From an optimization exercise on the open Yosys and OpenROAD flow, aimed at small area and a short achievable clock period; shortcuts taken in it are not production practice.
At most, simulation tests tie the RTL to the original design; equivalence was not proved.

Setup of v6:
==> module fc_neuron_sat, before the edit <==
module fc_neuron_sat (
    input  logic [19:0] t,
    input  logic [7:0]  u,
    input  logic        rst,
    output logic [7:0]  d
);
    logic [18:8] x, g;
    logic          c, u18, in_range;
    assign x[8] = t[0] ^ t[1];
    assign g[8] = t[0] & t[1];
    assign x[9] = t[2] ^ t[3];
    assign g[9] = t[2] & t[3];
    assign x[10] = t[4] ^ t[5];
    assign g[10] = t[4] & t[5];
    assign x[11] = t[6] ^ t[7];
    assign g[11] = t[6] & t[7];
    assign x[12] = t[8] ^ t[9];
    assign g[12] = t[8] & t[9];
    assign x[13] = t[10] ^ t[11];
    assign g[13] = t[10] & t[11];
    assign x[14] = t[12] ^ t[13];
    assign g[14] = t[12] & t[13];
    assign x[15] = t[14] ^ t[15];
    assign g[15] = t[14] & t[15];
    assign x[16] = t[16] ^ t[17];
    assign g[16] = t[16] & t[17];
    assign x[17] = t[18] ^ t[19];
    assign g[17] = t[18] & t[19];
    assign x[18] = 1'b1;
    assign g[18] = 1'b0;
    assign in_range = &x;
    logic [17:8] g1, p1;
    logic          g2a, p2a, g2b, p2b, g3, g4;
    always_comb begin
        for (int i = 8; i < 18; i += 2) begin
            g1[i+1] = g[i+1] | (x[i+1] & g[i]);
            p1[i+1] = x[i+1] & x[i];
            g1[i]   = g[i];
            p1[i]   = x[i];
        end
        g2a = g1[11] | (p1[11] & g1[9]);
        p2a = p1[11] & p1[9];
        g2b = g1[15] | (p1[15] & g1[13]);
        p2b = p1[15] & p1[13];
        g3  = g2b | (p2b & g2a);
        g4  = g1[17] | (p1[17] & g3);
        c   = g4;
        u18 = x[18] ^ c;
    end
    always_comb begin
        if (rst) begin
            d = 8'h00;
        end else if (in_range) begin
            d = {u[7], ~u[6:0]};
        end else if (!u18) begin
            d = 8'h80;
        end else begin
            d = 8'h7f;
        end
    end
endmodule
Settings: LEC_CHECK=0, ABC_AREA=1, CAP_MARGIN=20, CORE_MARGIN=2, CORE_UTILIZATION=40, CTS_BUF_LIST=sky130_fd_sc_hd__clkbuf_2 sky130_fd_sc_hd__clkbuf_4, SLEW_MARGIN=20, SYNTH_HIERARCHICAL=1, SYNTH_MINIMUM_KEEP_SIZE=0; clock period 15.0 ns.
standard.sh (not shown) runs the stock make flow with config.mk's settings and CLKGATE_MAP_FILE= SYNTH_SCRIPT=/design/flow/synth_recipe.tcl, a recipe that flattens the netlist after the stock synthesis.
==> flow/flow/run.sh <==
#!/bin/bash
# Standard ORFS layout, except that the port buffers are the smallest plain
# buffer instead of the delay cell buffer_ports picks by default.
set -euo pipefail
export BUFFER_PORTS_ARGS="-buffer_cell sky130_fd_sc_hd__buf_1"
bash standard.sh > standard.log 2>&1
--- input diff v6..v7 ---
--- a/flow/design.v
+++ b/flow/design.v
@@ -1272,28 +1272,17 @@
     assign g[16] = t[16] & t[17];
     assign x[17] = t[18] ^ t[19];
     assign g[17] = t[18] & t[19];
     assign x[18] = 1'b1;
     assign g[18] = 1'b0;
     assign in_range = &x;
-    logic [17:8] g1, p1;
-    logic          g2a, p2a, g2b, p2b, g3, g4;
     always_comb begin
-        for (int i = 8; i < 18; i += 2) begin
-            g1[i+1] = g[i+1] | (x[i+1] & g[i]);
-            p1[i+1] = x[i+1] & x[i];
-            g1[i]   = g[i];
-            p1[i]   = x[i];
+        c = 1'b0;
+        for (int i = 8; i < 18; i++) begin
+            c = g[i] | (x[i] & c);
         end
-        g2a = g1[11] | (p1[11] & g1[9]);
-        p2a = p1[11] & p1[9];
-        g2b = g1[15] | (p1[15] & g1[13]);
-        p2b = p1[15] & p1[13];
-        g3  = g2b | (p2b & g2a);
-        g4  = g1[17] | (p1[17] & g3);
-        c   = g4;
         u18 = x[18] ^ c;
     end
     always_comb begin
         if (rst) begin
             d = 8'h00;
         end else if (in_range) begin
==> comparison <==
v7 can be clocked slower than v6. In terms of synthesized area, v6 and v7 differ only marginally. Diff v6 -> v7: detailed-route via count moved down; die area about even.
Function not checked in v7: the RTL went through the layout flow alone.

--- another note on this design; it stands on its own ---

==> flow/design.v (excerpt) <==
module fc_neuron #(
    parameter int unsigned RELU_EN = 0
) (
    input  logic        clk,
    input  logic        rst,
    input  logic [63:0] pooledPixelArray,
    input  logic [63:0] weight,
    output logic [7:0]  result
);
export LEC_CHECK = 0
export ABC_AREA = 1
export CAP_MARGIN = 20
export CORE_MARGIN = 2
export CORE_UTILIZATION = 40
export CTS_BUF_LIST = sky130_fd_sc_hd__clkbuf_2 sky130_fd_sc_hd__clkbuf_4
export SLEW_MARGIN = 20
export SYNTH_HIERARCHICAL = 1
export SYNTH_MINIMUM_KEEP_SIZE = 0
create_clock -name core_clock -period 15.0 [get_ports {clk}]
standard.sh (not shown) runs the stock make flow with config.mk's settings and CLKGATE_MAP_FILE= SYNTH_SCRIPT=/design/flow/synth_recipe.tcl, a recipe that flattens the netlist after the stock synthesis.
==> flow/flow/run.sh <==
#!/bin/bash
# Standard ORFS layout, except that the port buffers are the smallest plain
# buffer instead of the delay cell buffer_ports picks by default.
set -euo pipefail
export BUFFER_PORTS_ARGS="-buffer_cell sky130_fd_sc_hd__buf_1"
bash standard.sh > standard.log 2>&1
Change:
SLEW_MARGIN = 90   (was 20)
Result: The changed run finished clean. Worst hold slack is worse by 0.042 ns. Cell count increases by about a fifth. Design area rose by about a fifth. Core utilization is higher by 7.9 points. Routed wire length increases by a few percent.
Change:
GPL_ROUTABILITY_DRIVEN = 0   (was default)
SLEW_MARGIN = 20   (was 90)
Effect:
- synthesized cell count does not change
- non-clock buffer count fell by 287
- wire length fell by 4.4%
- worst hold slack improves by 0.044 ns
- die area is unchanged
- area after synthesis does not change
- setup slack improves by 1.8 ns
- count of clock-buffer cells in the layout is unchanged
Change:
GPL_ROUTABILITY_DRIVEN = default   (was 0)
SLEW_MARGIN = 85   (was 20)
The new run finished with timing, DRC and antenna clean; first-iteration DRC count came out higher by a few percent; worst setup slack gets better by 0.27 ns; global-route usage came out higher by 0.16 points; synthesized area stays the same; wire length came out higher slightly; final cell count came out higher by a few percent.

---

Setup of run A:
fc_neuron again, from the RTL that the note above started with.
clock: 15.0 ns
lec_check: 0
abc_area: 1
cap_margin: 20
core_margin: 2
core_utilization: 40
cts_buf_list: sky130_fd_sc_hd__clkbuf_2 sky130_fd_sc_hd__clkbuf_4
slew_margin: 65
synth_hierarchical: 1
synth_minimum_keep_size: 0
Scripts as last shown in full above: flow/flow/run.sh
Run A reached the final stage; the timing, design-rule and antenna checks on its layout passed.
Modified inputs, run B compared to run A
- swapping 65 for 75 in SLEW_MARGIN
--- outcome ---
Run B closes out successfully: all stages finished, all timing, DRC and antenna checks passed.
Compared with run A, in run B highest clock rate +2.3%, via count of the first global-routing pass -0.51%.
Inputs modified between run B and run C:
- SLEW_MARGIN: 75 -> 80
==> comparison <==
On global-route usage over all layers, run B tracks run C almost exactly. Lower non-filler instance count after layout goes to run B over run C. Vias: run C below run B. Run C vs. run B: worst endpoint required time went down by 20 ps. Utilization was higher in run C than in run B.

afterwards: timing with drivers on the ports:
In the flow no input, the clock included, has a driving cell. The finished layouts below were timed again as built, in two steps.
Step 1: set_driving_cell puts a clkbuf_16 on clk and a buf_2 on each other input, an assumption about the parent block.
Step 2 times the ports against the registers' clock, not the clock port: input delays grow and output delays shrink by t, the midpoint of the rising clock arrivals with the driver on.
Three values: ideal, step 1, step 2; two values: the first two.
| run | t, ns | setup WS [ns] | pins driven straight from the clock port |
|---|---|---|---|
| v6 | 0.266 | 6.054 / 6.047 / 5.781 | 1 |
| v7 | 0.268 | 5.922 / 5.915 / 5.647 | 1 |
| the first run of note 2 | 0.265 | 5.976 / 5.954 / 5.689 | 1 |
| the second run of note 2 | 0.273 | 4.194 / 4.195 / 3.922 | 1 |
| the third run of note 2 | 0.271 | 5.960 / 5.957 / 5.686 | 1 |
| the fourth run of note 2 | 0.268 | 6.228 / 6.231 / 5.963 | 1 |
| run A | 0.273 | 6.137 / 6.128 / 5.856 | 1 |
| run B | 0.279 | 6.339 / 6.339 / 6.061 | 1 |
| run C | 0.264 | 6.307 / 6.296 / 6.032 | 1 |
After both steps every run listed still meets setup and hold. The setup slack of the first run of note 2, which loses most, moves by -0.022 ns with the drivers and by -0.287 ns with both steps.
